Source: an optimization exercise on an open RTL-to-GDS flow (aim: small area, a short achievable clock period and few clock cycles per item). Production flows keep margins and buffers that such runs may drop.
In this exercise RTL edits were held to simulation tests only and were not proved equivalent to the original.
Power and IR drop assume default switching activity.

==> module div_cinc, before the edit <==
module div_cinc #(
  parameter int W = 32
) (
  input  wire  [W-1:0] x,
  input  wire          inc,
  output logic [W-1:0] y
);
  localparam int LV = (W <= 32) ? 5 : 6;   
  logic [LV:0][W-1:0] a;
  assign a[0] = {x[W-2:0], 1'b1};
  for (genvar l = 0; l < LV; l++) begin : g_lvl
    for (genvar i = 0; i < W; i++) begin : g_bit
      if ((i >> l) % 2 == 1) begin : g_op
        assign a[l+1][i] = a[l][i] & a[l][((i >> l) << l) - 1];
      end else begin : g_pass
        assign a[l+1][i] = a[l][i];
      end
    end
  end
  assign y = x ^ ({W{inc}} & a[LV]);
endmodule
==> module div_cneg, before the edit <==
module div_cneg #(
  parameter int W = 32
) (
  input  wire  [W-1:0] x,
  input  wire          neg,
  output logic [W-1:0] y
);
  localparam int LV = (W <= 32) ? 5 : 6;   
  logic [LV:0][W-1:0] o;
  assign o[0] = {x[W-2:0], 1'b0};
  for (genvar l = 0; l < LV; l++) begin : g_lvl
    for (genvar i = 0; i < W; i++) begin : g_bit
      if ((i >> l) % 2 == 1) begin : g_op
        assign o[l+1][i] = o[l][i] | o[l][((i >> l) << l) - 1];
      end else begin : g_pass
        assign o[l+1][i] = o[l][i];
      end
    end
  end
  assign y = x ^ ({W{neg}} & o[LV]);
endmodule
Settings: LEC_CHECK=0, CAP_MARGIN=20, CORE_MARGIN=2, CORE_UTILIZATION=65, SETUP_SLACK_MARGIN=1.0, SLEW_MARGIN=20; clock period 5.5 ns.
run.sh (not shown) runs the stock make flow with config.mk's settings and CLKGATE_MAP_FILE= SYNTH_SCRIPT=/design/flow/synth_recipe.tcl, a recipe that flattens the netlist after the stock synthesis.
Testbench counts at the start, summed over its fixed seeds: cycles 51,178, items 16,000.
==> next run, changes <==
--- a/flow/design.v
+++ b/flow/design.v
@@ -270,12 +270,12 @@
   localparam int LV = (W <= 32) ? 5 : 6;   
   logic [LV:0][W-1:0] a;
   assign a[0] = {x[W-2:0], 1'b1};
   for (genvar l = 0; l < LV; l++) begin : g_lvl
     for (genvar i = 0; i < W; i++) begin : g_bit
-      if ((i >> l) % 2 == 1) begin : g_op
-        assign a[l+1][i] = a[l][i] & a[l][((i >> l) << l) - 1];
+      if (i >= (1 << l)) begin : g_op
+        assign a[l+1][i] = a[l][i] & a[l][i - (1 << l)];
       end else begin : g_pass
         assign a[l+1][i] = a[l][i];
       end
     end
   end
@@ -291,12 +291,12 @@
   localparam int LV = (W <= 32) ? 5 : 6;   
   logic [LV:0][W-1:0] o;
   assign o[0] = {x[W-2:0], 1'b0};
   for (genvar l = 0; l < LV; l++) begin : g_lvl
     for (genvar i = 0; i < W; i++) begin : g_bit
-      if ((i >> l) % 2 == 1) begin : g_op
-        assign o[l+1][i] = o[l][i] | o[l][((i >> l) << l) - 1];
+      if (i >= (1 << l)) begin : g_op
+        assign o[l+1][i] = o[l][i] | o[l][i - (1 << l)];
       end else begin : g_pass
         assign o[l+1][i] = o[l][i];
       end
     end
   end
Effect: The new run ran to the end with no violations. Power went up by 9.8%. Synthesized cell count went up by 3.8%. Worst setup slack got worse by 0.12 ns. Via count went up by 12%. Core utilization went up by 0.22 points.
Testbench counts after the change, summed over its fixed seeds: cycles 51,178, items 16,000.

* * *

exp/lagoon:
Another version of the RTL of div_top (not shown whole).
Size in the first run: roughly 2900 cells after synthesis, ~260 flip-flops, roughly 100 I/O pins.
==> module div_operand_prep, before the edit <==
module div_operand_prep (
  input  wire                          CLK,
  input  wire                          RST_N,
  input  wire  [div_pkg::DATA_W-1:0]   req_a,
  input  wire  [div_pkg::DATA_W-1:0]   req_b,
  input  wire  [1:0]                   req_op,
  input  wire                          accept,   
  input  wire                          take,     
  output logic [div_pkg::DATA_W-1:0]   rem,      
  output logic [div_pkg::DVS_W-1:0]    dvs,      
  output logic [div_pkg::CNT_W-1:0]    cnt,      
  output logic                         q_ones,   
  output logic                         neg,      
  output logic                         op_rem,
  output logic                         valid
);
  localparam int DW = div_pkg::DATA_W;
  localparam int QB = div_pkg::QB;
  logic [DW-1:0]             in_a, in_b;     
  logic [5:0]                in_la, in_lb;   
  logic                      in_a_p2, in_b_p2;
  logic                      in_a_neg, in_b_neg, in_dz, in_rem;
  logic                      sgn, a_neg, b_neg, a_p2, b_p2;
  logic [DW-1:0]             ya, yb, a_mag, b_mag;
  logic [5:0]                la, lb;
  logic [6:0]                t, k;
  logic                      none;
  assign sgn   = ~req_op[div_pkg::OP_UNSGN_BIT];
  assign a_neg = sgn & req_a[DW-1];
  assign b_neg = sgn & req_b[DW-1];
  assign ya    = req_a ^ {DW{a_neg}};
  assign yb    = req_b ^ {DW{b_neg}};
  div_lzc u_lza (.x(ya), .n(la));
  div_lzc u_lzb (.x(yb), .n(lb));
  always_comb begin
    a_p2 = a_neg;
    b_p2 = b_neg;
    for (int i = 0; i < DW-1; i++) begin
      a_p2 = a_p2 & (ya[i] | ~ya[i+1]);
      b_p2 = b_p2 & (yb[i] | ~yb[i+1]);
    end
  end
  always_ff @(posedge CLK) begin
    if (!RST_N) begin
      valid <= 1'b0;
    end else if (accept) begin
      valid <= 1'b1;
    end else if (take) begin
      valid <= 1'b0;
    end
  end
  always_ff @(posedge CLK) begin
    if (accept) begin
      in_a     <= ya;
      in_b     <= yb;
      in_la    <= la;
      in_lb    <= lb;
      in_a_p2  <= a_p2;
      in_b_p2  <= b_p2;
      in_a_neg <= a_neg;
      in_b_neg <= b_neg;
      in_dz    <= (req_b == '0);
      in_rem   <= req_op[div_pkg::OP_REM_BIT];
    end
  end
  div_cinc #(.W(DW)) u_inca (.x(in_a), .inc(in_a_neg), .y(a_mag));
  div_cinc #(.W(DW)) u_incb (.x(in_b), .inc(in_b_neg), .y(b_mag));
  div_add #(.W(7)) u_t (.a({1'b0, in_lb}), .b(~{1'b0, in_la}), .cin(in_a_p2), .sum(t), .cout());
  div_add #(.W(7)) u_k (.a(t),             .b(7'd0),            .cin(~in_b_p2), .sum(k), .cout());
  assign rem    = a_mag;
  assign none   = in_dz | k[6];
  assign dvs    = ({{QB{1'b0}}, b_mag} << (k[4:0] | 5'd1)) | {(DW+QB){none}};
  assign cnt    = none ? '0 : k[5:1];
  assign q_ones = in_dz & ~in_rem;
  assign neg    = in_rem ? in_a_neg : (in_a_neg ^ in_b_neg) & ~in_dz;
  assign op_rem = in_rem;
endmodule
==> module div_result_fix, before the edit <==
module div_result_fix (
  input  wire                          CLK,
  input  wire                          RST_N,
  input  wire  [div_pkg::DATA_W-1:0]   mag,
  input  wire                          neg,
  input  wire                          q_ones,
  input  wire                          put,        
  input  wire                          res_ready,
  output logic                         free,       
  output logic                         free_held,  
  output logic [div_pkg::DATA_W-1:0]   res,
  output logic                         res_valid
);
  logic [div_pkg::DATA_W-1:0] r_mag, sgn_mag;
  logic                       r_neg, r_q_ones, r_valid, move;
  assign move = r_valid & (~res_valid | res_ready);
  assign free_held = ~r_valid | ~res_valid;
  assign free      = free_held | res_ready;
  always_ff @(posedge CLK) begin
    if (!RST_N) begin
      r_valid <= 1'b0;
    end else if (put) begin
      r_valid <= 1'b1;
    end else if (move) begin
      r_valid <= 1'b0;
    end
  end
  always_ff @(posedge CLK) begin
    if (put) begin
      r_mag    <= mag;
      r_neg    <= neg;
      r_q_ones <= q_ones;
    end
  end
  div_cneg #(.W(div_pkg::DATA_W)) u_neg (.x(r_mag), .neg(r_neg), .y(sgn_mag));
  always_ff @(posedge CLK) begin
    if (!RST_N) begin
      res_valid <= 1'b0;
    end else if (move) begin
      res_valid <= 1'b1;
    end else if (res_ready) begin
      res_valid <= 1'b0;
    end
  end
  always_ff @(posedge CLK) begin
    if (move) begin
      res <= r_q_ones ? '1 : sgn_mag;
    end
  end
endmodule
==> module div_top, before the edit <==
module div_top (
  input  wire                         CLK,
  input  wire                         RST_N,
  input  wire  [div_pkg::DATA_W-1:0]  req_a,
  input  wire  [div_pkg::DATA_W-1:0]  req_b,
  input  wire  [1:0]                  req_op,
  input  wire                         req_valid,
  output logic                        req_ready,
  output logic [div_pkg::DATA_W-1:0]  res,
  output logic                        res_valid,
  input  wire                         res_ready
);
  localparam int DW = div_pkg::DATA_W;
  logic [DW-1:0]              p_rem;
  logic [div_pkg::DVS_W-1:0]  p_dvs;
  logic [div_pkg::CNT_W-1:0]  p_cnt;
  logic                       p_q_ones, p_neg, p_op_rem, p_valid;
  logic [DW-1:0]              c_mag;
  logic                       c_neg, c_q_ones, c_last, c_busy;
  logic                       r_free, r_free_held, rr_any, put, load, accept;
  assign put       = c_last & r_free;
  assign load      = p_valid & (~c_busy | put);
  assign accept    = req_valid & req_ready;
  assign rr_any    = ~p_valid | ~c_busy | (c_last & r_free_held);
  assign req_ready = RST_N & (rr_any | (c_last & res_ready));
  div_operand_prep u_prep (
    .CLK    (CLK),
    .RST_N  (RST_N),
    .req_a  (req_a),
    .req_b  (req_b),
    .req_op (req_op),
    .accept (accept),
    .take   (load),
    .rem    (p_rem),
    .dvs    (p_dvs),
    .cnt    (p_cnt),
    .q_ones (p_q_ones),
    .neg    (p_neg),
    .op_rem (p_op_rem),
    .valid  (p_valid)
  );
  div_stage_array u_core (
    .CLK       (CLK),
    .RST_N     (RST_N),
    .load      (load),
    .out_free  (r_free),
    .in_rem    (p_rem),
    .in_dvs    (p_dvs),
    .in_cnt    (p_cnt),
    .in_neg    (p_neg),
    .in_op_rem (p_op_rem),
    .in_q_ones (p_q_ones),
    .out_mag   (c_mag),
    .neg       (c_neg),
    .q_ones    (c_q_ones),
    .last      (c_last),
    .busy      (c_busy)
  );
  div_result_fix u_fix (
    .CLK       (CLK),
    .RST_N     (RST_N),
    .mag       (c_mag),
    .neg       (c_neg),
    .q_ones    (c_q_ones),
    .put       (put),
    .res_ready (res_ready),
    .free      (r_free),
    .free_held (r_free_held),
    .res       (res),
    .res_valid (res_valid)
  );
endmodule
Settings: LEC_CHECK=0, ABC_AREA=1, CAP_MARGIN=20, CORE_MARGIN=2, CORE_UTILIZATION=65, SETUP_SLACK_MARGIN=2.0, SLEW_MARGIN=20; clock period 5.5 ns.
Testbench counts of exp/lagoon, summed over its fixed seeds: cycles 51,178, items 16,000.
#### Input delta (exp/raven over exp/lagoon)
--- a/flow/design.v
+++ b/flow/design.v
@@ -171,6 +171,6 @@
   localparam int QB = div_pkg::QB;
   logic [DW-1:0]             in_a, in_b;     
-  logic [5:0]                in_la, in_lb;   
-  logic                      in_a_p2, in_b_p2;
+  logic [6:0]                in_t;           
+  logic                      in_b_p2;
   logic                      in_a_neg, in_b_neg, in_dz, in_rem;
   logic                      sgn, a_neg, b_neg, a_p2, b_p2;
@@ -194,4 +194,6 @@
     end
   end
+  div_add #(.W(7)) u_t (.a({1'b0, lb}), .b(~{1'b0, la}), .cin(a_p2),  .sum(t), .cout());
+  div_add #(.W(7)) u_k (.a(in_t),       .b(7'd0),        .cin(~in_b_p2), .sum(k), .cout());
   always_ff @(posedge CLK) begin
     if (!RST_N) begin
@@ -207,7 +209,5 @@
       in_a     <= ya;
       in_b     <= yb;
-      in_la    <= la;
-      in_lb    <= lb;
-      in_a_p2  <= a_p2;
+      in_t     <= t;
       in_b_p2  <= b_p2;
       in_a_neg <= a_neg;
@@ -219,6 +219,4 @@
   div_cinc #(.W(DW)) u_inca (.x(in_a), .inc(in_a_neg), .y(a_mag));
   div_cinc #(.W(DW)) u_incb (.x(in_b), .inc(in_b_neg), .y(b_mag));
-  div_add #(.W(7)) u_t (.a({1'b0, in_lb}), .b(~{1'b0, in_la}), .cin(in_a_p2), .sum(t), .cout());
-  div_add #(.W(7)) u_k (.a(t),             .b(7'd0),            .cin(~in_b_p2), .sum(k), .cout());
   assign rem    = a_mag;
   assign none   = in_dz | k[6];
@@ -319,5 +317,4 @@
   input  wire                          res_ready,
   output logic                         free,       
-  output logic                         free_held,  
   output logic [div_pkg::DATA_W-1:0]   res,
   output logic                         res_valid
@@ -326,6 +323,5 @@
   logic                       r_neg, r_q_ones, r_valid, move;
   assign move = r_valid & (~res_valid | res_ready);
-  assign free_held = ~r_valid | ~res_valid;
-  assign free      = free_held | res_ready;
+  assign free = ~r_valid | ~res_valid | res_ready;
   always_ff @(posedge CLK) begin
     if (!RST_N) begin
@@ -382,10 +378,9 @@
   logic [DW-1:0]              c_mag;
   logic                       c_neg, c_q_ones, c_last, c_busy;
-  logic                       r_free, r_free_held, rr_any, put, load, accept;
+  logic                       r_free, put, load, accept;
   assign put       = c_last & r_free;
   assign load      = p_valid & (~c_busy | put);
+  assign req_ready = RST_N & (~p_valid | load);
   assign accept    = req_valid & req_ready;
-  assign rr_any    = ~p_valid | ~c_busy | (c_last & r_free_held);
-  assign req_ready = RST_N & (rr_any | (c_last & res_ready));
   div_operand_prep u_prep (
     .CLK    (CLK),
@@ -430,5 +425,4 @@
     .res_ready (res_ready),
     .free      (r_free),
-    .free_held (r_free_held),
     .res       (res),
     .res_valid (res_valid)
==> notes.md <==
Synthesized instance count went down slightly going from exp/lagoon to exp/raven.
Max per-instance average area after synthesis across exp/lagoon and exp/raven: exp/lagoon
Relative to exp/lagoon, the total net switching power measured on exp/raven has decreased by a few percent.
Against exp/lagoon, die area in exp/raven fell by a few percent.
[diff] sum of internal, switching and leakage power, exp/raven relative to exp/lagoon: improvement
In exp/raven, the count of clock-buffer cells in the layout came out about 18% above the value in exp/lagoon.
Going from exp/lagoon to exp/raven, the adder-cell area share of the yosys netlist was found to have gone up by 0.31 points.
Sort exp/lagoon and exp/raven by final instance area, descending, and exp/raven comes first.
Re final number of max-transition violations: no difference whatsoever between exp/lagoon and exp/raven.
Testbench counts of exp/raven, summed over its fixed seeds: cycles 51,178, items 16,000.

port drivers added, routing unchanged:
How much do the figures lean on ideal ports? The routed layouts below were timed once more, with nothing changed but the port constraints.
Step 1 (the two cells are an assumption about what drives the block):
set clk [get_ports {CLK}]
set_driving_cell -lib_cell sky130_fd_sc_hd__clkbuf_16 $clk
set_driving_cell -lib_cell sky130_fd_sc_hd__buf_2 [delete_from_list [all_inputs] $clk]
Step 2 adds t to the input delays and takes it off the output delays; t is the mean of the earliest and latest rising clock arrival at the registers after step 1. Input paths then give back, and output paths get back, about the clock's delay inside the block.
Slacks: ideal / step 1 / step 2; pairs: ideal / step 1.
run | shift t [ns] | setup WS [ns] | slew at the worst register clock pin (ns)
the first run of note 1 | 0.601 | 0.853 / 0.868 / 0.267 | 0.06 / 0.06
the second run of note 1 | 0.623 | 0.732 / 0.767 / 0.143 | 0.07 / 0.07
exp/lagoon | 0.617 | 2.037 / 2.037 / 1.572 | 0.07 / 0.07
exp/raven | 0.617 | 1.881 / 1.911 / 1.293 | 0.06 / 0.06
After both steps setup and hold are still met in every run listed. The setup slack of the second run of note 1, which loses most, moves by +0.035 ns with the drivers and by -0.589 ns with both steps.
